Background: an optimization exercise with open tools, aiming at small area, a short achievable clock period and few clock cycles per item. Do not read the settings as production practice.
The RTL was checked by simulation tests, not by an equivalence proof against the original design.
Power is estimated from default activity; no workload was simulated.

==> design.v <==
package chp_pkg;
   localparam int COUNT_WIDTH     = 20;
   localparam int OUT_COUNT_WIDTH = 20;
   localparam int PIX_WIDTH       = 8;
   localparam int NUM_BINS        = 256;
   localparam int BIN_WIDTH       = $clog2(NUM_BINS);
   localparam int SUM_WIDTH       = PIX_WIDTH + 2;
   localparam int DIV3_SHIFT = 11;
   localparam int DIV3_MUL   = (1 << DIV3_SHIFT) / 3 + 1;
   localparam int PROD_WIDTH = 2 * SUM_WIDTH;
   localparam int REQ_DATA_WIDTH = 3 * PIX_WIDTH;
   localparam int RSP_DATA_WIDTH = BIN_WIDTH + 2 * OUT_COUNT_WIDTH;
   typedef logic [COUNT_WIDTH-1:0] count_type;
   typedef logic [BIN_WIDTH-1:0]   bin_type;
   typedef enum logic [1:0] {
      SEL_AVERAGE = 2'd0,
      SEL_RED     = 2'd1,
      SEL_GREEN   = 2'd2,
      SEL_BLUE    = 2'd3
   } chan_sel_type;
endpackage
import chp_pkg::*;
module chp_bin_select (
   input  logic                          clock,
   input  logic                          en,
   input  logic [chp_pkg::PIX_WIDTH-1:0] red,
   input  logic [chp_pkg::PIX_WIDTH-1:0] green,
   input  logic [chp_pkg::PIX_WIDTH-1:0] blue,
   input  chp_pkg::chan_sel_type         sel,
   output chp_pkg::bin_type              bin_idx
);
   logic [SUM_WIDTH-1:0]  sum_ff;
   chp_pkg::bin_type      byte_ff, byte2_ff, byte3_ff;
   logic                  avg_ff, avg2_ff, avg3_ff;
   logic [3:0]            h;
   chp_pkg::bin_type      h21_ff, h21b_ff;
   logic [6:0]            hl_ff;
   logic [4:0]            hl3_ff;
   always_ff @(posedge clock) begin
      if (en) begin
         sum_ff  <= SUM_WIDTH'(red) + SUM_WIDTH'(green) + SUM_WIDTH'(blue);
         avg_ff  <= (sel == SEL_AVERAGE);
         unique case (sel)
            SEL_RED:   byte_ff <= red;
            SEL_GREEN: byte_ff <= green;
            default:   byte_ff <= blue;
         endcase
      end
   end
   assign h = sum_ff[9:6];
   always_ff @(posedge clock) begin
      if (en) begin
         h21_ff   <= BIN_WIDTH'(h * 5'd21);
         hl_ff    <= 7'(h) + 7'(sum_ff[5:0]);
         byte2_ff <= byte_ff;
         avg2_ff  <= avg_ff;
         h21b_ff  <= h21_ff;
         hl3_ff   <= 5'(hl_ff / 7'd3);
         byte3_ff <= byte2_ff;
         avg3_ff  <= avg2_ff;
      end
   end
   assign bin_idx = avg3_ff ? h21b_ff + BIN_WIDTH'(hl3_ff) : byte3_ff;
endmodule
import chp_pkg::*;
module chp_bin_store (
   input  logic               clock,
   input  logic               clr,
   input  logic               rd_en,
   input  logic [7:0]         rd_hi,      
   input  logic [31:0]        rd_lo,      
   input  logic [15:0]        wr_hi,      
   input  logic [15:0]        wr_lo,      
   input  chp_pkg::count_type wr_cnt,
   output chp_pkg::count_type rd_cnt      
);
   chp_pkg::count_type   mem [NUM_BINS];
   logic [7:0][COUNT_WIDTH-1:0] grp;
   logic [7:0][COUNT_WIDTH-1:0] grp_ff;
   logic [7:0]           hi_ff;
   logic [15:0]          we_hi, we_lo;
   chp_pkg::count_type   wd;
   always_comb begin
      for (int k = 0; k < 16; k++) begin
         we_hi[k] = clr || wr_hi[k];
         we_lo[k] = clr || wr_lo[k];
      end
   end
   assign wd = clr ? '0 : wr_cnt;
   for (genvar i = 0; i < NUM_BINS; i++) begin : g_bin
      always_ff @(posedge clock) begin
         if (we_hi[i / 16] && we_lo[i % 16]) begin
            mem[i] <= wd;
         end
      end
   end
   always_comb begin
      for (int g = 0; g < 8; g++) begin
         grp[g] = '0;
         for (int k = 0; k < 32; k++) begin
            grp[g] = grp[g] | ({COUNT_WIDTH{rd_lo[k]}} & mem[32 * g + k]);
         end
      end
   end
   always_ff @(posedge clock) begin
      if (rd_en) begin
         grp_ff <= grp;
         hi_ff  <= rd_hi;
      end
   end
   always_comb begin
      rd_cnt = '0;
      for (int g = 0; g < 8; g++) begin
         rd_cnt = rd_cnt | ({COUNT_WIDTH{hi_ff[g]}} & grp_ff[g]);
      end
   end
endmodule
import chp_pkg::*;
module channel_histogram_with_peak_unit (
   input  logic                                clock,
   input  logic                                reset,
   input  logic                                csr_we,
   input  logic [1:0]                          csr_wdata,      
   input  logic                                req_tvalid,
   output logic                                req_tready,
   input  logic [chp_pkg::REQ_DATA_WIDTH-1:0]  req_tdata,      
   input  logic                                req_tuser,      
   output logic                                rsp_tvalid,
   input  logic                                rsp_tready,
   output logic [chp_pkg::RSP_DATA_WIDTH-1:0]  rsp_tdata       
);
   chp_pkg::chan_sel_type sel_ff;
   logic                  clr_ff;
   logic                  en;
   logic                  i_vld_ff, i_fs_ff;
   logic [REQ_DATA_WIDTH-1:0] i_pix_ff;
   logic                  a_vld_ff, a_fs_ff, a2_vld_ff, a2_fs_ff, a3_vld_ff, a3_fs_ff;
   logic                  b_vld_ff, b_fs_ff;
   chp_pkg::bin_type      b_idx_ff, sel_idx;
   logic [7:0]            b_hi_ff;
   logic [31:0]           b_lo_ff;
   logic                  p_vld_ff, p_fs_ff, p_f1_ff, p_f2_ff;
   chp_pkg::bin_type      p_idx_ff;
   chp_pkg::count_type    rd_cnt;
   logic                  c_vld_ff, c_fs_ff;
   chp_pkg::bin_type      c_idx_ff;
   logic [15:0]           c_whi_ff, c_wlo_ff;
   chp_pkg::count_type    c_cnt_ff, d_cnt_ff;
   chp_pkg::count_type    base, new_cnt, peak_ff, peak_base, peak_new;
   logic                      o_vld_ff, o_nvld_ff, s_vld_ff, rdy_ff, o_free, o_next, s_next;
   logic                      o_keep, o_load;
   logic [RSP_DATA_WIDTH-1:0] o_data_ff, s_data_ff, push_data;
   always_ff @(posedge clock) begin
      if (reset) begin
         sel_ff <= SEL_AVERAGE;
      end else if (csr_we) begin
         sel_ff <= chp_pkg::chan_sel_type'(csr_wdata);
      end
   end
   always_ff @(posedge clock) begin
      clr_ff <= reset;
   end
   assign en = !s_vld_ff;
   always_ff @(posedge clock) begin
      if (en) begin
         i_pix_ff <= req_tdata;
         i_fs_ff  <= req_tuser;
      end
   end
   chp_bin_select u_select (
      .clock   (clock),
      .en      (en),
      .red     (i_pix_ff[PIX_WIDTH-1:0]),
      .green   (i_pix_ff[2*PIX_WIDTH-1:PIX_WIDTH]),
      .blue    (i_pix_ff[3*PIX_WIDTH-1:2*PIX_WIDTH]),
      .sel     (sel_ff),
      .bin_idx (sel_idx)
   );
   chp_bin_store u_store (
      .clock   (clock),
      .clr     (clr_ff),
      .rd_en   (en),
      .rd_hi   (b_hi_ff),
      .rd_lo   (b_lo_ff),
      .wr_hi   (c_whi_ff),
      .wr_lo   (c_wlo_ff),
      .wr_cnt  (c_cnt_ff),
      .rd_cnt  (rd_cnt)
   );
   assign base    = p_f1_ff ? c_cnt_ff : (p_f2_ff ? d_cnt_ff : rd_cnt);
   assign new_cnt = (base == '1) ? base : base + 1'b1;
   assign peak_base = c_fs_ff ? '0 : peak_ff;
   assign peak_new  = (c_cnt_ff > peak_base) ? c_cnt_ff : peak_base;
   assign push_data = {OUT_COUNT_WIDTH'(peak_new), OUT_COUNT_WIDTH'(c_cnt_ff), c_idx_ff};
   always_ff @(posedge clock) begin
      if (reset) begin
         i_vld_ff  <= 1'b0;
         a_vld_ff  <= 1'b0;
         a2_vld_ff <= 1'b0;
         a3_vld_ff <= 1'b0;
         b_vld_ff  <= 1'b0;
         p_vld_ff  <= 1'b0;
         c_vld_ff  <= 1'b0;
         peak_ff   <= '0;
      end else if (en) begin
         i_vld_ff  <= req_tvalid;
         a_vld_ff  <= i_vld_ff;
         a2_vld_ff <= a_vld_ff;
         a3_vld_ff <= a2_vld_ff;
         b_vld_ff  <= a3_vld_ff;
         p_vld_ff  <= b_vld_ff;
         c_vld_ff  <= p_vld_ff;
         if (c_vld_ff) begin
            peak_ff <= peak_new;
         end
      end
   end
   always_ff @(posedge clock) begin
      if (en) begin
         a_fs_ff  <= i_fs_ff;
         a2_fs_ff <= a_fs_ff;
         a3_fs_ff <= a2_fs_ff;
         b_fs_ff  <= a3_fs_ff;
         b_idx_ff <= sel_idx;
         for (int k = 0; k < 8; k++) begin
            b_hi_ff[k] <= (sel_idx[7:5] == 3'(k));
         end
         for (int k = 0; k < 32; k++) begin
            b_lo_ff[k] <= (sel_idx[4:0] == 5'(k));
         end
         p_fs_ff  <= b_fs_ff;
         p_idx_ff <= b_idx_ff;
         p_f1_ff  <= p_vld_ff && (p_idx_ff == b_idx_ff);
         p_f2_ff  <= c_vld_ff && (c_idx_ff == b_idx_ff);
         c_fs_ff  <= p_fs_ff;
         c_idx_ff <= p_idx_ff;
         for (int k = 0; k < 16; k++) begin
            c_whi_ff[k] <= p_vld_ff && (p_idx_ff[7:4] == 4'(k));
            c_wlo_ff[k] <= (p_idx_ff[3:0] == 4'(k));
         end
         c_cnt_ff <= new_cnt;
         d_cnt_ff <= c_cnt_ff;
      end
   end
   assign o_free = o_nvld_ff || rsp_tready;
   assign o_next = o_free ? (s_vld_ff || c_vld_ff) : 1'b1;
   assign s_next = o_free ? 1'b0 : (s_vld_ff || c_vld_ff);
   always_ff @(posedge clock) begin
      if (reset) begin
         o_vld_ff  <= 1'b0;
         o_nvld_ff <= 1'b1;
         s_vld_ff  <= 1'b0;
         rdy_ff    <= 1'b1;
      end else begin
         o_vld_ff  <= o_next;
         o_nvld_ff <= !o_next;
         s_vld_ff  <= s_next;
         rdy_ff    <= !s_next;
      end
   end
   assign o_keep = !reset && !o_free;
   assign o_load = !reset && o_free;
   always_ff @(posedge clock) begin
      o_data_ff <= (o_data_ff & {RSP_DATA_WIDTH{o_keep}}) |
                   ((s_vld_ff ? s_data_ff : push_data) & {RSP_DATA_WIDTH{o_load}});
      if (!s_vld_ff) begin
         s_data_ff <= push_data;
      end
   end
   assign req_tready = rdy_ff;
   assign rsp_tvalid = o_vld_ff;
   assign rsp_tdata  = o_data_ff;
endmodule
==> run.sh <==
#!/bin/bash
# synth_recipe.tcl (not shown) runs the flow's synth.tcl, then flattens the netlist and writes it again
# the make line also repeats each setting of config.mk as NAME=value (left out here)
make -C /OpenROAD-flow-scripts/flow DESIGN_CONFIG=/design/flow/config.mk WORK_HOME=/design/flow/orfs CLKGATE_MAP_FILE= SYNTH_SCRIPT=/design/flow/synth_recipe.tcl finish
==> config.mk <==
export PLATFORM = sky130hd
export DESIGN_NAME = channel_histogram_with_peak_unit
export DESIGN_NICKNAME = channel_histogram_with_peak_unit
export VERILOG_FILES = /design/flow/design.v
export SDC_FILE = /design/flow/constraint.sdc
export NUM_CORES = 4
export LEC_CHECK = 0
export ABC_CLOCK_PERIOD_IN_PS = 3000
export CAP_MARGIN = 35
export CORE_MARGIN = 2
export CORE_UTILIZATION = 40
export CTS_CLUSTER_DIAMETER = 90
export CTS_CLUSTER_SIZE = 25
export PLACE_DENSITY = 0.5
export SETUP_SLACK_MARGIN = 4.7
export SLEW_MARGIN = 45
export SYNTH_MEMORY_MAX_BITS = 8192
==> constraint.sdc <==
create_clock -name core_clock -period 8.0 [get_ports {clock}]
set_input_delay 1.6000 -clock core_clock [delete_from_list [all_inputs] [get_ports {clock}]]
set_output_delay 1.6000 -clock core_clock [all_outputs]
set_load 0.01 [all_outputs]
==> results.toml, run 1 <==
[sta]
worstMarginPinSlew_ns = 0.929
hold_viol = 0
period_needed_ns = 3.37
clock_skew_ns = 0.0579
max_slew_margin = 0.381
maxSlewViolCount = 0
timing.final.crit_share = 0.421
setup_viol = 0
fmax_mhz = 297
finalSetupTns_ns = 0
rsz0062_at_grt = "yes"

[synth]
netlist_area_sq_um = 204000
avgSynthCellArea_sq_um = 18.6
synthDistinctLibCells = 82
yosys.area.top_type = "edfxtp_1"
synth_warnings = 4
synth_fp_nets = 11000
yosysSeqAreaShare = 0.827
syn_inst = 10900
ys.flop_type = "edfxtp_1"
synth_area_leaders = "edfxtp_1 81%, a22oi_1 7.3%, a22o_1 1.6%"
synth_top_area_frac = 0.814
synthArstFlopShare = 0
ys_ff_latch = 5652
synth_edf_count = 5522

[cts]
clock-sinks = 5652
cts.clk_slew.worst_paths_ns = 0.10
cts_buffer_depth = 4
cts_root_buffer = "clkbuf_16"
clk_latency_ns = 1.01
numCtsBuffers = 270
cts_hold_buffers = 0
cts.htree.levels = 5
cts_tree = "built"

[global_route]
globalRouteTotalUtil = 0.284
grt_pass1_wl_mm = 1010
overflow = 0
grt_start_max_net_pins = 161
antenna_found_initial = 45
grt_pass1_vias = 113000

[worst_setup_path]
max_stage_delay_ns = 0.62
end_kind = "register"
required_ns = 8.74
crit_type = "reg -> reg"
path_cells = "buf_12 > buf_8 > a22oi_1 > nand4_1 > or4_1"
path_max_fanout = 68
arrival_ns = 4.11
cp-start-kind = "register"
critPathSlowestCell = "or4_1"

[floorplan]
initial_core_util = 0.401
die_height_um = 718
core_area_sq_um = 508000
io_pins = 82
fp.dieArea_sq_um = 515000
die_w_um = 718
rows = 262

[pwr]
switching_share = 0.398
power_mw = 92.0
p_comb_frac = 0.363
power_leakage_nw = 75.5
p_int_mw = 55.4
peakVddDrop_mv = 0.393
p_seq_frac = 0.466
power_density_nw_per_um2 = 397
p_sw_mw = 36.6
clkPwrFrac = 0.172

[place]
place_hpwl_mm = 470
place.gp.congestion = 0.851
placed_area_sq_um = 224000
port_buffers = 81

[final_layout]
final-seq-area_sq_um = 168000
drive_above_1_share = 0.135
n_fill_cell = 42800
final_cell_mix = "5522 x edfxtp_1, 1970 x a22oi_1, 372 x a22o_1"
multiInputGateArea_sq_um = 35100
fin_area_sq_um = 232000
area_growth_pct = 13.9
mostFrequentLayoutCell = "edfxtp_1"
finalNetCount = 11500

[outcome]
status = "timing/DRC/antenna clean"

[drt]
top_layer_used = "met5"
drt-vias-per-instance = 6.58
wl_met2_mm = 349
num_vias = 120000
drc = 0
drt-pass1-iter-count = 8
postRouteAntennaNets = 0
wire_per_inst_um = 41.6
wl_met3_mm = 78.7
postRouteWirelength_mm = 755
dr.first_iter.drc_count = 20400
m1WireLength_mm = 299

[min_path]
hold_class = "reg -> reg"

[flow_run]
drv_cap = 0
-- synthesized netlist by cell type, types with 32 or more instances --
master / number
a21oi_1: 52
a221oi_1: 340
a22o_1: 373
a22oi_1: 1980
buf_1: 93
clkbuf_1: 573
dfxtp_1: 130
edfxtp_1: 5522
ha_1: 57
inv_1: 49
mux2_2: 32
mux2i_1: 34
nand2_1: 57
nand2b_1: 37
nand3_1: 339
nand4_1: 326
nor2_1: 415
o21ai_0: 41
or4_1: 162
xnor2_1: 34
-- critical path, delay by kind of cell, from the launching register on --
kind | cells | cell delay, ns
simple gates | 2 | 1.15
buf+inv | 2 | 0.72
flops | 1 | 0.48
compound gates | 1 | 0.45
-- power groups by stage --
stage                     registers [mW]  clock network (mW)  logic [mW]
after floorplan                     42.2                   0        13.3
after global placement              43.6                   0        30.6
after detailed placement            43.5                   0        32.1
after CTS                           42.8                15.9        32.5
after global routing                43.2                16.8        33.7
final                               42.8                15.8        33.4
-- sequential cells by signal, indices dropped and copies added, names as in the netlist, 10 cells and up --
name / flops
u_store.mem: 5120
u_store.grp_ff: 160
o_data_ff: 48
s_data_ff: 48
b_lo_ff: 32
i_pix_ff: 24
c_cnt_ff: 20
d_cnt_ff: 20
peak_ff: 20
c_whi_ff: 16
c_wlo_ff: 16
u_select.sum_ff: 10
-- area by class of cell --
type	count	area share
Clock buffer	290	0.0302
Sequential cell	5652	0.726
Clock inverter	36	0.00189
Multi-Input combinational cell	4532	0.151
Inverter	50	0.000874
Antenna cell	16	0.000173
Tap cell	6732	0.0363
Timing Repair Buffer	859	0.0536
-- worst paths after layout --
path	startpoint	end	slack (ns)	cells past startpoint
max	b_lo_ff[8]$_DFFE_PN_	u_store.grp_ff[132]$_DFFE_PN_	4.63	5
min	b_hi_ff[7]$_DFFE_PN_	u_store.hi_ff[7]$_DFFE_PN_	0.43	0
max reg2reg	b_lo_ff[8]$_DFFE_PN_	u_store.grp_ff[132]$_DFFE_PN_	4.63	5
min reg2reg	b_hi_ff[7]$_DFFE_PN_	u_store.hi_ff[7]$_DFFE_PN_	0.43	0
-- stage by stage --
stage                     hold slack (ns)  std cells   util  setup WS (ns)
after floorplan                     0.400      10900      -           4.15
after global routing                0.430      18200  0.457           4.68
after global placement              0.400      17300  0.424           3.20
final                               0.427      18200  0.457           4.63
after detailed placement            0.405      17800  0.440           3.85
after CTS                           0.423      18100  0.455           4.68
-- repair_timing --
item,4_1_cts,5_1_grt
buffers inserted,30,13
pin swaps,9,8
endpoints found under the setup margin,155,39
resized for setup,105,22
-- logic make-up (layout without fill, tap and decap cells) --
group | Yosys count | in the layout | synth area share
XOR/XNOR | 60 | 60 | 0.00258
AO/OA/AOI/OAI | 2927 | 2927 | 0.112
other | 0 | 16 | 0
buffers and inverters | 748 | 1235 | 0.0143
multiplexers | 68 | 68 | 0.00355
flip-flops | 5652 | 5652 | 0.827
AND/OR/NAND/NOR | 1415 | 1415 | 0.0368
adder cells (fa/ha/maj) | 62 | 62 | 0.00399
-- metal layers --
layer  GRT usage  vias to the layer above
li1            -                    46500
met1       0.403                    64100
met2       0.450                     7973
met3      0.0479                     1068
met4      0.0894                       12
met5           0                        -
Testbench counts, summed over its fixed seeds: cycles 72,256, items 72,000.
==> inputs of run 2 (changes only) <==
--- a/config.mk
+++ b/config.mk
@@ -14,3 +14,3 @@
 export PLACE_DENSITY = 0.5
-export SETUP_SLACK_MARGIN = 4.7
+export SETUP_SLACK_MARGIN = 4.85
 export SLEW_MARGIN = 45
==> run 2 against run 1 <==
Synthesized area unchanged. Cell count up 0.28%. Flip-flop and latch count unchanged.
==> results.toml, run 2 <==
[drt]
dr.first_iter.drc_count = 20300
drt-pass1-iter-count = 6
drt-vias-per-instance = 6.59
num_vias = 120000
postRouteAntennaNets = 0
postRouteWirelength_mm = 758
drc = 0
wire_per_inst_um = 41.6

[sta]
fmax_mhz = 308
hold-worst-slack_ns = 0.423
finalSetupTns_ns = 0
timing.final.crit_share = 0.406
clock_skew_ns = 0.0573
rsz0062_at_grt = "yes"
setup_viol = 0
hold_viol = 0
worstMarginPinSlew_ns = 0.909
period_needed_ns = 3.24
max_slew_margin = 0.394
maxSlewViolCount = 0

[global_route]
antenna_found_initial = 52
grt_start_max_net_pins = 161
globalRouteTotalUtil = 0.285
grt_pass1_wl_mm = 1010
use_met1 = 0.404
use_met2 = 0.451
grt_pass1_vias = 114000
overflow = 0
use_met3 = 0.0494
busiest_layer = "met2"

[worst_setup_path]
cp-start-kind = "register"
path_max_fanout = 68
required_ns = 8.74
timing.rr.start = "b_lo_ff[8]$_DFFE_PN_"
crit_type = "reg -> reg"
crit_start = "b_lo_ff[8]$_DFFE_PN_"
arrival_ns = 3.98
end_kind = "register"

[final_layout]
largest_register_ffs = 5120
final_cell_mix = "5522 x edfxtp_1, 1967 x a22oi_1, 372 x a22o_1"
multiInputGateArea_sq_um = 35400
mostFrequentLayoutCell = "edfxtp_1"
n_fill_cell = 42700
top_register = "u_store.mem"
top_regs = "u_store.mem (5120), u_store.grp_ff (160)"
finalNetCount = 11500
drive_above_1_share = 0.150
fin_cells = 18200
area_growth_pct = 14.2
final-seq-area_sq_um = 168000

[synth]
synth_top_area_frac = 0.814
ys_ff_latch = 5652
synth_fp_nets = 11000
yosys.area.top_type = "edfxtp_1"
avgSynthCellArea_sq_um = 18.6
synthDistinctLibCells = 82
syn_inst = 10900
synthMostInstantiatedCell = "edfxtp_1"
ys.flop_type = "edfxtp_1"
netlist_area_sq_um = 204000
synthArstFlopShare = 0
yosysSeqAreaShare = 0.827
synth_area_leaders = "edfxtp_1 81%, a22oi_1 7.3%, a22o_1 1.6%"
synth_edf_count = 5522
synth_warnings = 4
synth_top_cells_by_count = "5522 x edfxtp_1, 1980 x a22oi_1, 573 x clkbuf_1"

[pwr]
clkPwrFrac = 0.171
peakVddDrop_mv = 0.391
p_comb_frac = 0.366
power_leakage_nw = 75.8
power_density_nw_per_um2 = 398
p_int_mw = 55.8
switching_share = 0.397
power_mw = 92.5
p_seq_frac = 0.463
p_sw_mw = 36.8

[flow_run]
drv_cap = 0

[cts]
cts.htree.levels = 5
cts_hold_buffers = 0
cts_tree = "built"
cts.clk_slew.worst_paths_ns = 0.10
clk_latency_ns = 1.01
clock-sinks = 5652
cts_root_buffer = "clkbuf_16"
numCtsBuffers = 270
cts_buffer_depth = 4

[floorplan]
die_height_um = 718
die_w_um = 718
fp.dieArea_sq_um = 515000
io_pins = 82
core_area_sq_um = 508000
rows = 262
initial_core_util = 0.401

[place]
place_hpwl_mm = 470
placed_cells = 17800
port_buffers = 81
place.gp.congestion = 0.851

[outcome]
status = "timing/DRC/antenna clean"

[min_path]
hold_start = "b_hi_ff[2]$_DFFE_PN_"
hold_class = "reg -> reg"
==> run 2: cell counts after synthesis <==
No cell type changed its count.
==> run 2: per-layer routing <==
layer,routed length [um],vias up
li1,-,46600
met1,300000,64400
met2,349000,8018
met3,79700,1068
met4,29000,18
met5,133,-
==> run 2: kinds of logic after synthesis <==
family / share of synthesized area
muxes: 0.00355
and+or+nand+nor: 0.0368
AOI/OAI and AO/OA: 0.112
adders and majority gates: 0.00399
DFF: 0.827
xor gates and xnor gates: 0.00258
buffers and inverters: 0.0143
==> run 2: critical path, cell delays in order, from the launching register on <==
cell and delay, ns:
edfxtp_1 0.49, buf_12 0.24, buf_12 0.44, a22oi_1 0.39, nand4_1 0.49, or4_1 0.60
==> run 2: path summary, 6_finish.rpt <==
check | to | slack, ns | depth (start not counted)
max | u_store.grp_ff[132]$_DFFE_PN_ | 4.76 | 5
min | u_store.hi_ff[2]$_DFFE_PN_ | 0.42 | 0
max reg2reg | u_store.grp_ff[132]$_DFFE_PN_ | 4.76 | 5
min reg2reg | u_store.hi_ff[2]$_DFFE_PN_ | 0.42 | 0
==> run 2: stage by stage <==
stage          area (sq um)  utilization  setup WS [ns]
3_5_place_dp         224000        0.440           3.85
5_1_grt              233000        0.458           4.82
4_1_cts              232000        0.456           4.76
6_report             233000        0.458           4.76
2_1_floorplan        204000            -           4.15
3_3_place_gp         215000        0.424           3.20
==> run 2: repair_timing <==
item	4_1_cts	5_1_grt
setup buffers	61	23
pin swaps	17	21
gates resized for setup	341	45
cloned	2	0
setup endpoints to repair	1078	353
==> run 2: layout make-up <==
| type | count | area share |
|---|---|---|
| tap | 6732 | 0.0362 |
| sequential | 5652 | 0.724 |
| antenna | 25 | 0.000269 |
| inverter | 50 | 0.000860 |
| timing repair buffer | 900 | 0.0546 |
| clock buffer | 290 | 0.0301 |
| clock inverter | 36 | 0.00188 |
| multi-input combinational | 4533 | 0.152 |
==> run 2: power groups by stage <==
stage	logic [mW]	clock network (mW)	registers [mW]
2_1_floorplan	13.3	0	42.2
3_3_place_gp	30.6	0	43.6
3_5_place_dp	32.1	0	43.5
4_1_cts	32.9	15.9	42.8
5_1_grt	34.3	16.8	43.1
6_report	33.9	15.8	42.8
==> inputs of run 3 (changes only) <==
--- a/config.mk
+++ b/config.mk
@@ -8,3 +8,3 @@
 export ABC_CLOCK_PERIOD_IN_PS = 3000
-export CAP_MARGIN = 35
+export CAP_MARGIN = 25
 export CORE_MARGIN = 2
@@ -15,3 +15,3 @@
 export SETUP_SLACK_MARGIN = 4.85
-export SLEW_MARGIN = 45
+export SLEW_MARGIN = 30
 export SYNTH_MEMORY_MAX_BITS = 8192
==> run 3 against run 2 <==
Still clean. Via count about the same. Sequential power hardly changed. Clock skew down 0.0010 ns. Non-clock buffer count fell by 304. Routed wire length rose by 1.7%. Final area fell by 1.7%. Clock-buffer cell count up 15. Utilization shrank 0.76 points. Critical path depth is 4 higher. Clock power about the same. Critical endpoint is now c_cnt_ff[4]$_DFFE_PN_. Largest power group unchanged.
==> results.toml, run 3 <==
[worst_setup_path]
arrival_ns = 4.10
crit_start = "u_store.hi_ff[3]$_DFFE_PN_"
required_ns = 8.77
cp-start-kind = "register"
rr_worst_depth = 9
end_kind = "register"
crit_type = "reg -> reg"
worst-path-buf-inv = 2
crit_family = "compound AO/OA/AOI/OAI gates"
timing.rr.start = "u_store.hi_ff[3]$_DFFE_PN_"
max_stage_delay_ns = 0.46
path_max_fanout = 9
path_cells = "buf_8 > buf_6 > a22oi_2 > nand3_1 > o221ai_4 > nor3b_1 > and3b_2 > a211oi_2 > xor2_1"
r2r-end = "c_cnt_ff[4]$_DFFE_PN_"
crit_cells = 9
critPathSlowestCell = "edfxtp_1"
rrSetupSlack_ns = 4.68
crit_end = "c_cnt_ff[4]$_DFFE_PN_"

[cts]
cts_buffer_depth = 4
cts_tree = "built"
cts.htree.levels = 5
cts_root_buffer = "clkbuf_16"
cts.clk_slew.worst_paths_ns = 0.11
clk_latency_ns = 1.03
numCtsBuffers = 268
clock-sinks = 5652

[global_route]
grt_pass1_vias = 113000
grt_start_max_net_pins = 187
overflow = 0
grt_pass1_wl_mm = 1020
antenna_found_initial = 43
globalRouteTotalUtil = 0.289

[synth]
synth_edf_count = 5522
synth_top_cells_by_count = "5522 x edfxtp_1, 1980 x a22oi_1, 573 x clkbuf_1"
yosysSeqAreaShare = 0.827
synthMostInstantiatedCell = "edfxtp_1"
synth_fp_nets = 11000
synth_warnings = 4
netlist_area_sq_um = 204000
synth_top_area_frac = 0.814
synth_area_leaders = "edfxtp_1 81%, a22oi_1 7.3%, a22o_1 1.6%"
synthArstFlopShare = 0
ys.flop_type = "edfxtp_1"
avgSynthCellArea_sq_um = 18.6
ys_ff_latch = 5652
syn_inst = 10900
synthDistinctLibCells = 82
yosys.area.top_type = "edfxtp_1"

[sta]
hold-worst-slack_ns = 0.414
max_slew_margin = 0.219
hold_viol = 0
worstMarginPinSlew_ns = 1.17
period_needed_ns = 3.32
fmax_mhz = 301
timing.final.crit_share = 0.415
rsz0062_at_grt = "yes"
clock_skew_ns = 0.0563
maxSlewViolCount = 0
setup_ws_ns = 4.68
finalSetupTns_ns = 0
setup_viol = 0

[final_layout]
fin_cells = 18000
top_register = "u_store.mem"
largest_register_ffs = 5120
drive_above_1_share = 0.130
top_regs = "u_store.mem (5120), u_store.grp_ff (160)"
final_cell_mix = "5522 x edfxtp_1, 1970 x a22oi_1, 371 x a22o_1"
finalNetCount = 11300
area_growth_pct = 12.3
fin_area_sq_um = 229000
mostFrequentLayoutCell = "edfxtp_1"
final_core_util = 0.450

[drt]
wire_per_inst_um = 42.9
num_vias = 120000
wl_met3_mm = 84.5
m1WireLength_mm = 304
postRouteAntennaNets = 0
drt-vias-per-instance = 6.67
drc = 0
dr.first_iter.drc_count = 21400
wl_met2_mm = 351
drt-pass1-iter-count = 9
postRouteWirelength_mm = 771
top_layer_used = "met5"

[place]
place.gp.congestion = 0.851
placed_cells = 17400
place_hpwl_mm = 435
port_buffers = 81
place_ws_ns = 3.81
placed_area_sq_um = 219000

[min_path]
hold_class = "reg -> reg"

[floorplan]
initial_core_util = 0.401
io_pins = 82
die_w_um = 718
die_height_um = 718
rows = 262
core_area_sq_um = 508000
fp.dieArea_sq_um = 515000

[pwr]
peakVddDrop_mv = 0.340
power_leakage_nw = 73.8
power_density_nw_per_um2 = 403
power_mw = 92.3

[flow_run]
drv_cap = 0

[outcome]
status = "timing/DRC/antenna clean"
-- run 3: cell counts after synthesis --
Identical to the previous run, type by type.
-- run 3: cell families (layout without fill, tap and decap cells) --
logic type	count (synthesis)	count (layout)	synth area share
muxes	68	68	0.00355
buffers and inverters	748	982	0.0143
xor gates and xnor gates	60	60	0.00258
other	0	32	0
adders and majority gates	62	62	0.00399
DFF	5652	5652	0.827
and+or+nand+nor	1415	1473	0.0368
AOI/OAI and AO/OA	2927	2927	0.112
-- run 3: worst min path at each step --
stage                                        from                             end  slack [ns]  cells after the start
detailed placement  u_select.byte_ff[4]$_DFFE_PN_  u_select.byte2_ff[4]$_DFFE_PN_        0.40                      0
finish                       b_hi_ff[6]$_DFFE_PN_      u_store.hi_ff[6]$_DFFE_PN_        0.41                      0
global route                 b_hi_ff[1]$_DFFE_PN_      u_store.hi_ff[1]$_DFFE_PN_        0.42                      0
global placement             b_hi_ff[1]$_DFFE_PN_      u_store.hi_ff[1]$_DFFE_PN_        0.40                      0
CTS                          b_hi_ff[6]$_DFFE_PN_      u_store.hi_ff[6]$_DFFE_PN_        0.42                      0
floorplan                       a_fs_ff$_DFFE_PN_              a2_fs_ff$_DFFE_PN_        0.40                      0
-- run 3: where the power goes --
group / switching, mW / internal, mW / total (mW) / leakage [nW]
Clock: 9.34 / 6.50 / 15.8 / 3.65
Combinational: 25.2 / 8.30 / 33.5 / 14.9
Sequential: 2.42 / 40.5 / 42.9 / 55.3
-- run 3: per-layer routing --
layer / track usage / vias to the layer above
met3: 0.0545 / 1134
met1: 0.409 / 64300
li1: - / 46200
met4: 0.0996 / 8
met2: 0.449 / 8401
met5: 0 / -
-- run 3: cell type report --
class / count / area (sq um)
clock inverters: 31 / 352
clock buffers: 305 / 7120
well taps: 6732 / 8420
flip-flops and latches: 5652 / 168000
inverters: 50 / 203
fillers: 43100 / 279000
repair buffers: 596 / 8250
diodes: 32 / 80.1
multi-input cells: 4590 / 35900
-- run 3: worst register-to-register path, delay by kind of cell, from the launching register on --
kind,cells,cell delay [ns]
compound gates,3,1.08
xor+xnor,1,0.40
buf+inv,2,0.36
flops,1,0.46
simple gates,3,0.79
-- run 3: what timing repair did --
action                                  in CTS  in global routing
endpoints found under the setup margin    5448                292
gates cloned                                57                  3
resized for setup                          416                 57
pin swaps                                   79                 14
hold buffers                                 0                  0
buffers inserted                            81                 11
==> inputs of run 4 (changes only) <==
--- a/design.v
+++ b/design.v
@@ -141,3 +141,6 @@
    logic [31:0]           b_lo_ff;
-   logic                  p_vld_ff, p_fs_ff, p_f1_ff, p_f2_ff;
+   logic                  p_vld_ff, p_fs_ff, p_f1_ff, p_f2_ff, p_f3_ff;
+   logic                  q_vld_ff, q_fs_ff, q_f1_ff, q_f2_ff, q_f3_ff;
+   chp_pkg::bin_type      q_idx_ff;
+   chp_pkg::count_type    rd_q_ff;
    chp_pkg::bin_type      p_idx_ff;
@@ -147,3 +150,3 @@
    logic [15:0]           c_whi_ff, c_wlo_ff;
-   chp_pkg::count_type    c_cnt_ff, d_cnt_ff;
+   chp_pkg::count_type    c_cnt_ff, d_cnt_ff, e_cnt_ff;
    chp_pkg::count_type    base, new_cnt, peak_ff, peak_base, peak_new;
@@ -189,3 +192,3 @@
    );
-   assign base    = p_f1_ff ? c_cnt_ff : (p_f2_ff ? d_cnt_ff : rd_cnt);
+   assign base    = q_f1_ff ? c_cnt_ff : (q_f2_ff ? d_cnt_ff : (q_f3_ff ? e_cnt_ff : rd_q_ff));
    assign new_cnt = (base == '1) ? base : base + 1'b1;
@@ -202,2 +205,3 @@
          p_vld_ff  <= 1'b0;
+         q_vld_ff  <= 1'b0;
          c_vld_ff  <= 1'b0;
@@ -211,3 +215,4 @@
          p_vld_ff  <= b_vld_ff;
-         c_vld_ff  <= p_vld_ff;
+         q_vld_ff  <= p_vld_ff;
+         c_vld_ff  <= q_vld_ff;
          if (c_vld_ff) begin
@@ -233,8 +238,15 @@
          p_f1_ff  <= p_vld_ff && (p_idx_ff == b_idx_ff);
-         p_f2_ff  <= c_vld_ff && (c_idx_ff == b_idx_ff);
-         c_fs_ff  <= p_fs_ff;
-         c_idx_ff <= p_idx_ff;
+         p_f2_ff  <= q_vld_ff && (q_idx_ff == b_idx_ff);
+         p_f3_ff  <= c_vld_ff && (c_idx_ff == b_idx_ff);
+         q_fs_ff  <= p_fs_ff;
+         q_idx_ff <= p_idx_ff;
+         q_f1_ff  <= p_f1_ff;
+         q_f2_ff  <= p_f2_ff;
+         q_f3_ff  <= p_f3_ff;
+         rd_q_ff  <= rd_cnt;
+         c_fs_ff  <= q_fs_ff;
+         c_idx_ff <= q_idx_ff;
          for (int k = 0; k < 16; k++) begin
-            c_whi_ff[k] <= p_vld_ff && (p_idx_ff[7:4] == 4'(k));
-            c_wlo_ff[k] <= (p_idx_ff[3:0] == 4'(k));
+            c_whi_ff[k] <= q_vld_ff && (q_idx_ff[7:4] == 4'(k));
+            c_wlo_ff[k] <= (q_idx_ff[3:0] == 4'(k));
          end
@@ -242,2 +254,3 @@
          d_cnt_ff <= c_cnt_ff;
+         e_cnt_ff <= d_cnt_ff;
       end
==> run 4 against run 3 <==
Critical path depth down 3. Clock skew rose by 0.013 ns. Total power is 2.2% lower. First-iteration DRC count rose by 3.3%. Clock-buffer cell count did not move. Sequential share of layout area down 0.060 points. Cell count increased by 0.88%. Synthesized area rose by 0.69%. Critical path type unchanged. Critical endpoint is now u_store.mem[28][10]$_DFFE_PP_.
==> results.toml, run 4 <==
[final_layout]
n_fill_cell = 43300
top_register = "u_store.mem"
drive_above_1_share = 0.125
fin_cells = 18100
finalNetCount = 11400
largest_register_ffs = 5120
mostFrequentLayoutCell = "edfxtp_1"
final_core_util = 0.452
final_cell_mix = "5575 x edfxtp_1, 2009 x a22oi_1, 348 x nand4_1, 348 x a22o_1, 334 x buf_4"
top_regs = "u_store.mem (5120), u_store.grp_ff (160)"
area_growth_pct = 12.7

[worst_setup_path]
rr_worst_depth = 6
arrival_ns = 4.00
cp-start-kind = "register"
required_ns = 8.75
path_max_fanout = 50
crit_end = "u_store.mem[28][10]$_DFFE_PP_"
end_kind = "register"
timing.rr.start = "clr_ff$_DFF_P_"
rrSetupSlack_ns = 4.75
crit_type = "reg -> reg"
r2r-end = "u_store.mem[28][10]$_DFFE_PP_"
crit_start = "clr_ff$_DFF_P_"

[sta]
clock_skew_ns = 0.0692
finalSetupTns_ns = 0
setup_viol = 0
worstMarginPinSlew_ns = 1.14
maxSlewViolCount = 0
rsz0062_at_grt = "yes"
max_slew_margin = 0.237
hold_viol = 0
period_needed_ns = 3.25
timing.final.crit_share = 0.407
fmax_mhz = 307

[place]
place.gp.congestion = 0.840
place_hpwl_mm = 421
placed_cells = 17700
port_buffers = 81

[synth]
ys_ff_latch = 5706
netlist_area_sq_um = 205000
synth_warnings = 4
synthDistinctLibCells = 64
synth_edf_count = 5575
synth_fp_nets = 11100
synthArstFlopShare = 0
ys.flop_type = "edfxtp_1"
synth_area_leaders = "edfxtp_1 82%, a22oi_1 7.4%, a22o_1 1.5%"
yosysSeqAreaShare = 0.829
synth_top_area_frac = 0.816
synthMostInstantiatedCell = "edfxtp_1"
avgSynthCellArea_sq_um = 18.6
syn_inst = 11000
synth_top_cells_by_count = "5575 x edfxtp_1, 2009 x a22oi_1, 583 x clkbuf_1"
yosys.area.top_type = "edfxtp_1"

[cts]
cts.htree.levels = 5
numCtsBuffers = 270
cts_tree = "built"
cts_buffer_depth = 4
cts_root_buffer = "clkbuf_16"
cts.clk_slew.worst_paths_ns = 0.11
clock-sinks = 5706
clk_latency_ns = 1.03

[global_route]
globalRouteTotalUtil = 0.287
grt_pass1_vias = 114000
grt_pass1_wl_mm = 1020
antenna_found_initial = 40
overflow = 0
grt_start_max_net_pins = 180

[outcome]
status = "timing/DRC/antenna clean"

[pwr]
power_leakage_nw = 75.0
power_mw = 90.2
peakVddDrop_mv = 0.463
power_density_nw_per_um2 = 390

[floorplan]
die_height_um = 720
die_w_um = 720
fp.dieArea_sq_um = 519000
core_area_sq_um = 512000
rows = 263
io_pins = 82
initial_core_util = 0.401

[drt]
postRouteWirelength_mm = 771
drt-vias-per-instance = 6.66
dr.first_iter.drc_count = 22100
postRouteAntennaNets = 0
drc = 0
wire_per_inst_um = 42.5
drt-pass1-iter-count = 5
num_vias = 121000

[flow_run]
drv_cap = 0

[min_path]
hold_class = "reg -> reg"
==> run 4: cell count changes in the layout (fill, tap and decap cells not counted), moves of 18 or more <==
cell / change
a31o_2: -19
diode_2: -20
a21oi_1: +25
edfxtp_1: +53
a22oi_1: +39
o21ai_0: +26
nor2_1: +24
buf_4: +78
nand4_1: +22
nor2_4: -47
a22o_1: -23
a32oi_1: +18
buf_16: +60
==> run 4: cells by family (layout without fill, tap and decap cells) <==
family,Yosys count,after routing,share of synthesized area
AOI/OAI and AO/OA,2908,2908,0.109
xor gates and xnor gates,62,62,0.00265
adders and majority gates,62,62,0.00395
buffers and inverters,745,1091,0.0138
DFF,5706,5706,0.829
muxes,76,76,0.00396
other,0,12,0
and+or+nand+nor,1467,1472,0.0375
==> run 4: per-stage QoR <==
stage / setup WS [ns] / instance area [sq um] / hold WS [ns]
floorplan: 4.15 / 205000 / 0.400
global placement: 2.85 / 218000 / 0.400
detailed placement: 2.82 / 223000 / 0.405
CTS: 4.83 / 231000 / 0.418
global route: 4.84 / 231000 / 0.429
finish: 4.75 / 231000 / 0.413
==> run 4: routing by layer <==
layer	GRT usage	wire length (um)	up-vias
met4	0.0999	32500	8
met2	0.452	354000	8056
met3	0.0498	81900	1172
met5	0.0000925	71	-
met1	0.406	303000	65100
li1	-	-	46500
==> run 4: worst min path at each step <==
| stage | from | endpoint | slack, ns | depth (start not counted) |
|---|---|---|---|---|
| 3_5_place_dp | b_hi_ff[1]$_DFFE_PN_ | u_store.hi_ff[1]$_DFFE_PN_ | 0.40 | 0 |
| 2_1_floorplan | a_fs_ff$_DFFE_PN_ | a2_fs_ff$_DFFE_PN_ | 0.40 | 0 |
| 6_report | b_hi_ff[6]$_DFFE_PN_ | u_store.hi_ff[6]$_DFFE_PN_ | 0.41 | 0 |
| 5_1_grt | b_hi_ff[6]$_DFFE_PN_ | u_store.hi_ff[6]$_DFFE_PN_ | 0.43 | 0 |
| 4_1_cts | b_hi_ff[6]$_DFFE_PN_ | u_store.hi_ff[6]$_DFFE_PN_ | 0.42 | 0 |
| 3_3_place_gp | i_fs_ff$_DFFE_PN_ | a_fs_ff$_DFFE_PN_ | 0.40 | 0 |
==> run 4: area by class of cell <==
type                    instances  area (sq um)  area share
diodes                         12          30.0    0.000130
clock buffers                 305          7160      0.0310
clock inverters                23           287     0.00124
inverters                      47           191    0.000828
multi-input cells            4580         34700       0.150
flip-flops and latches       5706        170000       0.736
well taps                    6757          8450      0.0366
repair buffers                715         10300      0.0444
repair inverters                1          5.00   0.0000216
==> run 4: critical path: stages (launching register included) <==
cell and delay (ns):
dfxtp_4 0.42, buf_12 0.26, nor2_4 0.92, buf_4 0.58, nor2_4 0.18, buf_16 0.20
buf_16 0.16
==> run 4: repair_timing <==
action,4_1_cts,5_1_grt
hold buffers,0,0
setup endpoints to repair,639,372
resized for setup,300,24
pin swaps,4,6
buffers inserted,47,6
cloned,4,2
hold endpoints to repair,0,0
==> run 4: report_power, final <==
group          total [mW]  switching, mW  leakage [nW]  internal [mW]
sequential           43.4           2.47          55.9           40.9
combinational        31.0           23.1          15.5           7.85
clock                15.9           9.35          3.64           6.53
Testbench counts of run 4, summed over its fixed seeds: cycles 72,288, items 72,000.
==> inputs of run 5 (changes only) <==
--- a/config.mk
+++ b/config.mk
@@ -8,3 +8,3 @@
 export ABC_CLOCK_PERIOD_IN_PS = 3000
-export CAP_MARGIN = 25
+export CAP_MARGIN = 35
 export CORE_MARGIN = 2
@@ -15,3 +15,3 @@
 export SETUP_SLACK_MARGIN = 4.85
-export SLEW_MARGIN = 30
+export SLEW_MARGIN = 45
 export SYNTH_MEMORY_MAX_BITS = 8192
==> run 5 against run 4 <==
Register-to-register slack improved by 0.07 ns. Synthesized area did not move. Largest cell class unchanged. Total power barely moved. Still clean. Highest routed layer unchanged.
==> results.toml, run 5 <==
[worst_setup_path]
worst-path-buf-inv = 4
path_cells = "buf_16 > nor2_4 > buf_8 > buf_4 > nor2_4 > buf_4"
crit_family = "buffers and inverters"
cp-start-kind = "register"
required_ns = 8.68
max_stage_delay_ns = 0.49
arrival_ns = 3.86
timing.rr.start = "clr_ff$_DFF_P_"
critPathSlowestCell = "dfxtp_4"
end_kind = "register"
crit_type = "reg -> reg"
crit_start = "clr_ff$_DFF_P_"
path_max_fanout = 47

[global_route]
antenna_found_initial = 35
grt_pass1_wl_mm = 1020
globalRouteTotalUtil = 0.287
overflow = 0
grt_pass1_vias = 114000
grt_start_max_net_pins = 166

[cts]
clock-sinks = 5706
cts.clk_slew.worst_paths_ns = 0.11
cts_root_buffer = "clkbuf_16"
clk_latency_ns = 1.01
numCtsBuffers = 270
cts_tree = "built"
cts.htree.levels = 5
cts_buffer_depth = 4

[pwr]
power_leakage_nw = 75.5
power_mw = 90.3
power_density_nw_per_um2 = 389
peakVddDrop_mv = 0.388

[final_layout]
top_register = "u_store.mem"
area_growth_pct = 13.2
mostFrequentLayoutCell = "edfxtp_1"
finalNetCount = 11500
largest_register_ffs = 5120
drive_above_1_share = 0.135
final_core_util = 0.453
top_regs = "u_store.mem (5120), u_store.grp_ff (160)"
n_fill_cell = 43200
final_cell_mix = "5575 x edfxtp_1, 2006 x a22oi_1, 348 x nand4_1, 348 x a22o_1, 329 x nand3_1"

[min_path]
hold_class = "reg -> reg"
hold_start = "b_hi_ff[6]$_DFFE_PN_"

[drt]
dr.first_iter.drc_count = 21800
drc = 0
postRouteAntennaNets = 0
wire_per_inst_um = 42.2
postRouteWirelength_mm = 770
num_vias = 121000
drt-pass1-iter-count = 8
drt-vias-per-instance = 6.65

[place]
place.gp.congestion = 0.840
port_buffers = 81
place_ws_ns = 3.21
place_hpwl_mm = 432

[sta]
finalSetupTns_ns = 0
fmax_mhz = 315
timing.final.crit_share = 0.397
hold_viol = 0
max_slew_margin = 0.384
clock_skew_ns = 0.0439
worstMarginPinSlew_ns = 0.925
setup_viol = 0
rsz0062_at_grt = "no"
maxSlewViolCount = 0
setup_ws_ns = 4.82
period_needed_ns = 3.18

[synth]
synth_area_leaders = "edfxtp_1 82%, a22oi_1 7.4%, a22o_1 1.5%"
ys_ff_latch = 5706
yosys.area.top_type = "edfxtp_1"
avgSynthCellArea_sq_um = 18.6
synthDistinctLibCells = 64
yosysSeqAreaShare = 0.829
synthArstFlopShare = 0
syn_inst = 11000
synth_edf_count = 5575
ys.flop_type = "edfxtp_1"
synthMostInstantiatedCell = "edfxtp_1"
netlist_area_sq_um = 205000
synth_fp_nets = 11100
synth_top_area_frac = 0.816
synth_top_cells_by_count = "5575 x edfxtp_1, 2009 x a22oi_1, 583 x clkbuf_1"
synth_warnings = 4

[floorplan]
rows = 263
die_w_um = 720
core_area_sq_um = 512000
die_height_um = 720
fp.dieArea_sq_um = 519000
io_pins = 82
initial_core_util = 0.401

[flow_run]
drv_cap = 0

[outcome]
status = "timing/DRC/antenna clean"
==> run 5: cell families (layout without fill, tap and decap cells) <==
family / Yosys count / after routing / synth area share
other cells: 0 / 15 / 0
flops: 5706 / 5706 / 0.829
compound gates: 2908 / 2908 / 0.109
xor+xnor: 62 / 62 / 0.00265
buf+inv: 745 / 1221 / 0.0138
mux: 76 / 76 / 0.00396
fa+ha+maj: 62 / 62 / 0.00395
simple gates: 1467 / 1467 / 0.0375
==> run 5: metrics by stage <==
step / area (sq um) / std cells / hold slack [ns]
after floorplan: 205000 / 11000 / 0.400
after global placement: 218000 / 17500 / 0.400
after detailed placement: 224000 / 17900 / 0.405
after CTS: 232000 / 18200 / 0.397
after global routing: 232000 / 18300 / 0.429
final: 232000 / 18300 / 0.415
==> run 5: where the power goes <==
part / leakage (nW) / switching, mW / total (mW) / internal, mW
logic: 16.0 / 23.1 / 31.2 / 8.01
registers: 55.9 / 2.50 / 43.4 / 40.9
clock network: 3.62 / 9.31 / 15.8 / 6.46
total: 75.5 / 35.0 / 90.3 / 55.3
==> run 5: worst paths after layout <==
check	end	slack, ns	cells past startpoint
worst max-delay path	u_store.mem[77][17]$_DFFE_PP_	4.82	6
worst min-delay path	u_store.hi_ff[6]$_DFFE_PN_	0.42	0
worst max register to register	u_store.mem[77][17]$_DFFE_PP_	4.82	6
worst min register to register	u_store.hi_ff[6]$_DFFE_PN_	0.42	0
==> run 5: what timing repair did <==
action,in CTS,in global routing
gates resized for setup,279,26
buffers inserted,22,6
hold buffers,0,0
pin swaps,1,1
gates cloned,1,1
endpoints found under the setup margin,354,292
endpoints found under the hold margin,0,0
==> run 5: worst reg2reg max path: cells and delay by family, from the launching register on <==
| family | cells | cell delay [ns] |
|---|---|---|
| buffers and inverters | 4 | 1.40 |
| and+or+nand+nor | 2 | 0.96 |
| DFF | 1 | 0.49 |
==> run 5: final cells by class <==
cell class / instances / area (sq um) / area share
multi-input cells: 4575 / 34700 / 0.149
flip-flops and latches: 5706 / 170000 / 0.733
well taps: 6757 / 8450 / 0.0364
repair buffers: 845 / 11300 / 0.0487
clock buffers: 306 / 7130 / 0.0307
clock inverters: 22 / 256 / 0.00110
diodes: 15 / 37.5 / 0.000162
repair inverters: 1 / 5.00 / 0.0000216
inverters: 47 / 188 / 0.000808
==> run 5: metal layers <==
layer,GRT usage,vias up,routed length [um],share of wire
met3,0.0423,1187,79700,0.10
met2,0.455,8214,354000,0.46
met1,0.410,65300,306000,0.40
met5,0,-,49,0.000064
met4,0.0935,8,30700,0.040
li1,-,46700,-,-

==> afterwards: timing with drivers on the ports <==
The flow's constraints put no driver on any port. The routed layouts listed below were extracted and timed again, unchanged, in two steps. Step 1 sets driving cells, clkbuf_16 on the clock port and buf_2 on the other inputs (assumed; they add their load-dependent delay and slew). Step 2 also shifts input and output timing later by t, the mid clock arrival at the registers, as if the neighbouring blocks saw the same clock. a / b / c = no drivers / after step 1 / after step 2; a / b = the first two.
| run | t, ns | setup slack, ns | worst hold slack (ns) | worst setup path at the end | worst data-port slew with drivers (ns) |
|---|---|---|---|---|---|
| run 1 | 1.104 | 4.628 / 4.628 / 4.442 | 0.427 / 0.427 / 0.427 | input to register | 0.04 |
| run 2 | 1.105 | 4.756 / 4.756 / 4.445 | 0.423 / 0.423 / 0.423 | input to register | 0.04 |
| run 3 | 1.119 | 4.677 / 4.677 / 4.432 | 0.414 / 0.414 / 0.414 | input to register | 0.03 |
| run 4 | 1.138 | 4.747 / 4.747 / 4.380 | 0.413 / 0.413 / 0.413 | input to register | 0.05 |
| run 5 | 1.135 | 4.820 / 4.775 / 4.074 | 0.415 / 0.415 / 0.415 | input to register | 0.07 |
After both steps every run listed still meets setup and hold. For run 5, which loses most, drivers alone change the setup slack by -0.045 ns; drivers and shift together by -0.746 ns.
